This is an optimization exercise on Yosys and OpenROAD, whose aim is small area, not a production implementation.
Only simulation tests tie the RTL to the original design; equivalence was not proved.
Power and IR drop assume default switching activity. No driver is modelled on the clock port, so clocking that relies on it looks cheaper here than on a real chip.

the previous run:
==> flow/design.v <==
module wb_trace_monitor #(
  parameter int XLEN = 32,
  parameter int NUM_REGS = 32,
  parameter int DEPTH = 16,
  parameter int WRAP_MODE = 0,
  parameter int FILTER_X0 = 1,
  localparam int RW = $clog2(NUM_REGS),
  localparam int CW = $clog2(DEPTH) + 1
) (
  input  logic            clk,
  input  logic            rst,
  input  logic            wb_en,
  input  logic [RW-1:0]   wb_rd,
  input  logic [XLEN-1:0] wb_data,
  output logic            tr_valid,
  input  logic            tr_ready,
  output logic [RW-1:0]   tr_rd,
  output logic [XLEN-1:0] tr_data,
  output logic [15:0]     tr_seq,
  output logic [CW-1:0]   tr_count,
  output logic            tr_overflow,
  input  logic            dump_req,
  output logic            dump_valid,
  input  logic            dump_ready,
  output logic [RW-1:0]   dump_idx,
  output logic [XLEN-1:0] dump_data,
  output logic            dump_busy,
  output logic            dump_done
);
  localparam int AW = $clog2(DEPTH);
  localparam int EW = RW + XLEN + 16;
  logic [EW-1:0]   fifo_q [DEPTH];
  logic [XLEN-1:0] shadow_q [1:NUM_REGS-1];
  logic [CW-1:0]   count_q;
  logic [15:0]     seq_q;
  logic            ovf_q, qual, full, pop, push, last;
  logic            scan_q, done_q;
  logic [RW-1:0]   idx_q;
  logic [XLEN-1:0] wdata;
  assign qual = wb_en && wb_rd != '0;
  assign full = count_q[AW];
  assign pop = count_q != '0 && tr_ready;
  assign push = qual && (!full || pop);
  assign last = dump_ready && idx_q == RW'(NUM_REGS - 1);
  assign wdata = rst ? '0 : wb_data;
  always_ff @(posedge clk) begin
    if (rst) begin
      count_q <= '0;
      seq_q <= '0;
      ovf_q <= 1'b0;
      scan_q <= 1'b0;
      done_q <= 1'b0;
      idx_q <= '0;
    end else begin
      count_q <= count_q + CW'(push) - CW'(pop);
      seq_q <= seq_q + 16'(qual);
      ovf_q <= ovf_q || (qual && full && !pop);
      done_q <= scan_q && last;
      scan_q <= scan_q ? !last : (!done_q && dump_req);
      idx_q <= scan_q ? idx_q + RW'(dump_ready) : '0;
    end
  end
  always_ff @(posedge clk) begin
    if (push) begin
      fifo_q[0] <= {wb_rd, wb_data, seq_q};
      for (int i = 1; i < DEPTH; i++) fifo_q[i] <= fifo_q[i-1];
    end
  end
  for (genvar k = 1; k < NUM_REGS; k++) begin : g_sh
    always_ff @(posedge clk) begin
      if (rst || (qual && wb_rd == RW'(k))) shadow_q[k] <= wdata;
    end
  end
  logic [DEPTH-1:0]    hsel;
  logic [NUM_REGS-1:0] dsel;
  always_comb begin
    for (int i = 0; i < DEPTH; i++) hsel[i] = count_q == CW'(i + 1);
    for (int i = 0; i < NUM_REGS; i++) dsel[i] = idx_q == RW'(i);
  end
  localparam int HG = DEPTH / 3;            
  localparam int DG = (NUM_REGS - 1) / 3;
  logic [EW-1:0]   hterm [HG + 1];
  logic [XLEN-1:0] dterm [DG + 1];
  for (genvar g = 0; g < HG; g++) begin : g_hrd
    wbtm_aoi3 #(.W(EW)) u_aoi (
      .s0(hsel[3*g]), .d0(fifo_q[3*g]),
      .s1(hsel[3*g+1]), .d1(fifo_q[3*g+1]),
      .s2(hsel[3*g+2]), .d2(fifo_q[3*g+2]),
      .y(hterm[g]));
  end
  for (genvar g = 0; g < DG; g++) begin : g_drd
    wbtm_aoi3 #(.W(XLEN)) u_aoi (
      .s0(dsel[3*g+1]), .d0(shadow_q[3*g+1]),
      .s1(dsel[3*g+2]), .d1(shadow_q[3*g+2]),
      .s2(dsel[3*g+3]), .d2(shadow_q[3*g+3]),
      .y(dterm[g]));
  end
  assign hterm[HG] = ~({EW{hsel[DEPTH-1]}} & fifo_q[DEPTH-1]);
  assign dterm[DG] = ~({XLEN{dsel[NUM_REGS-1]}} & shadow_q[NUM_REGS-1]);
  logic [EW-1:0]   tr_word;
  logic [XLEN-1:0] dword;
  always_comb begin
    tr_word = '1;
    for (int g = 0; g <= HG; g++) tr_word = tr_word & hterm[g];
    dword = '1;
    for (int g = 0; g <= DG; g++) dword = dword & dterm[g];
  end
  assign tr_valid = count_q != '0;
  assign {tr_rd, tr_data, tr_seq} = ~tr_word;
  assign tr_count = count_q;
  assign tr_overflow = ovf_q;
  assign dump_valid = scan_q;
  assign dump_busy = scan_q;
  assign dump_done = done_q;
  assign dump_idx = idx_q;
  assign dump_data = ~dword;
endmodule
module wbtm_aoi3 #(parameter int W = 1) (
  input  logic         s0, s1, s2,
  input  logic [W-1:0] d0, d1, d2,
  output logic [W-1:0] y
);
  assign y = ~(({W{s0}} & d0) | ({W{s1}} & d1) | ({W{s2}} & d2));
endmodule
clock: 6.0 ns
lec_check: 0
cap_margin: 20
core_margin: 2
core_utilization: 65
slew_margin: 20
synth_hierarchical: 1
standard.sh (not shown) runs the stock make flow with config.mk's settings and CLKGATE_MAP_FILE= SYNTH_SCRIPT=/design/flow/synth_recipe.tcl, a recipe that flattens the netlist after the stock synthesis.
==> flow/flow/run.sh <==
#!/bin/bash
# The standard layout (standard.sh, unchanged synthesis), with two settings passed to ORFS:
# - clock-tree synthesis with larger sink clusters on clkbuf_16 and no dummy loads;
# - port buffers (every input and output still gets one) of the smallest buffer cell.
set -euo pipefail
CTS_ARGS="-sink_clustering_enable -repair_clock_nets -dont_use_dummy_load"
CTS_ARGS+=" -buf_list sky130_fd_sc_hd__clkbuf_16 -sink_clustering_size 30 -sink_clustering_max_diameter 80"
export CTS_ARGS
export BUFFER_PORTS_ARGS="-buffer_cell sky130_fd_sc_hd__buf_1"
bash standard.sh > standard.log 2>&1
The previous run: done, clean on timing, DRC and antenna
Relative to the previous run, the following input files were edited for the current run:
-- flow/design.v --
<<< the previous run, line 32
  logic [EW-1:0]   fifo_q [DEPTH];
  logic [XLEN-1:0] shadow_q [1:NUM_REGS-1];
  logic [CW-1:0]   count_q;
  logic [15:0]     seq_q;
>>> the current run, line 32
  logic [EW-1:0]   fifo_q [DEPTH];
  logic [XLEN-1:0] shadow_q [1:NUM_REGS-1];
  logic [AW-1:0]   head_q, tail_q;
  logic [CW-1:0]   count_q;
  logic [15:0]     seq_q;
<<< the previous run, line 46
  always_ff @(posedge clk) begin
    if (rst) begin
      count_q <= '0;
      seq_q <= '0;
>>> the current run, line 47
  always_ff @(posedge clk) begin
    if (rst) begin
      head_q <= '0;
      tail_q <= '0;
      count_q <= '0;
      seq_q <= '0;
<<< the previous run, line 53
      idx_q <= '0;
    end else begin
      count_q <= count_q + CW'(push) - CW'(pop);
      seq_q <= seq_q + 16'(qual);
>>> the current run, line 56
      idx_q <= '0;
    end else begin
      head_q <= head_q + AW'(pop);
      tail_q <= tail_q + AW'(push);
      count_q <= count_q + CW'(push) - CW'(pop);
      seq_q <= seq_q + 16'(qual);
<<< the previous run, line 62
  end
  always_ff @(posedge clk) begin
    if (push) begin
      fifo_q[0] <= {wb_rd, wb_data, seq_q};
      for (int i = 1; i < DEPTH; i++) fifo_q[i] <= fifo_q[i-1];
    end
  end
  for (genvar k = 1; k < NUM_REGS; k++) begin : g_sh
>>> the current run, line 67
  end
  always_ff @(posedge clk) begin
    if (push) fifo_q[tail_q] <= {wb_rd, wb_data, seq_q};
  end
  for (genvar k = 1; k < NUM_REGS; k++) begin : g_sh
<<< the previous run, line 75
  logic [NUM_REGS-1:0] dsel;
  always_comb begin
    for (int i = 0; i < DEPTH; i++) hsel[i] = count_q == CW'(i + 1);
    for (int i = 0; i < NUM_REGS; i++) dsel[i] = idx_q == RW'(i);
  end
>>> the current run, line 77
  logic [NUM_REGS-1:0] dsel;
  always_comb begin
    for (int i = 0; i < DEPTH; i++) hsel[i] = head_q == AW'(i);
    for (int i = 0; i < NUM_REGS; i++) dsel[i] = idx_q == RW'(i);
  end
### Flow results
- The current run | status: complete | timing, DRC, antenna: pass
- Global routing usage on met1, the current run and the previous run, lower one = the previous run.
- Net count after synthesis: the current run > the previous run
- Final cell utilization of the core: the current run and the previous run compared, lower one is the previous run
- Cmp the current run vs the previous run: global-route usage higher in the current run
- The current run vs the previous run — part of the power in the clock network rose 2.2 points.
- The current run against the previous run: post-synthesis simple-gate area fraction roughly the same, via density per instance stayed essentially flat, cell count after synthesis rose 43.
- Side by side, maximum frequency turned out lower in the current run than in the previous run.
- In terms of sequential cell area in the final layout, the current run and the previous run differ only marginally.
- The final routed wirelength across all metal layers reported for the current run is greater than that of the previous run by 6.4 mm.
- On register-to-register slack, the current run tracks the previous run almost exactly.
- Comparing the two runs side by side, the current run comes out behind the previous run on worst setup slack.

## afterwards: timing with drivers on the ports
Ports are ideal in the flow. The routed layouts listed here were re-timed in OpenROAD.
Step 1: set_driving_cell puts a clkbuf_16 on clk and a buf_2 on each other input, an assumption about the parent block.
Step 2 adds t to the input delays and takes it off the output delays; t is the mean of the earliest and latest rising clock arrival at the registers after step 1. Input paths then give back, and output paths get back, about the clock's delay inside the block.
Three values: no drivers, after step 1, after step 2; two values: the first two.
run	t (ns)	setup slack, ns	slew at the worst register clock pin (ns)	worst data-port slew with drivers (ns)	cell pins on the clock port's net
the previous run	0.740	1.021 / 0.950 / 1.690	0.11 / 0.11	0.16	1
the current run	0.738	0.950 / 0.881 / 1.246	0.12 / 0.12	0.15	1
After both steps every run listed still meets setup and hold.
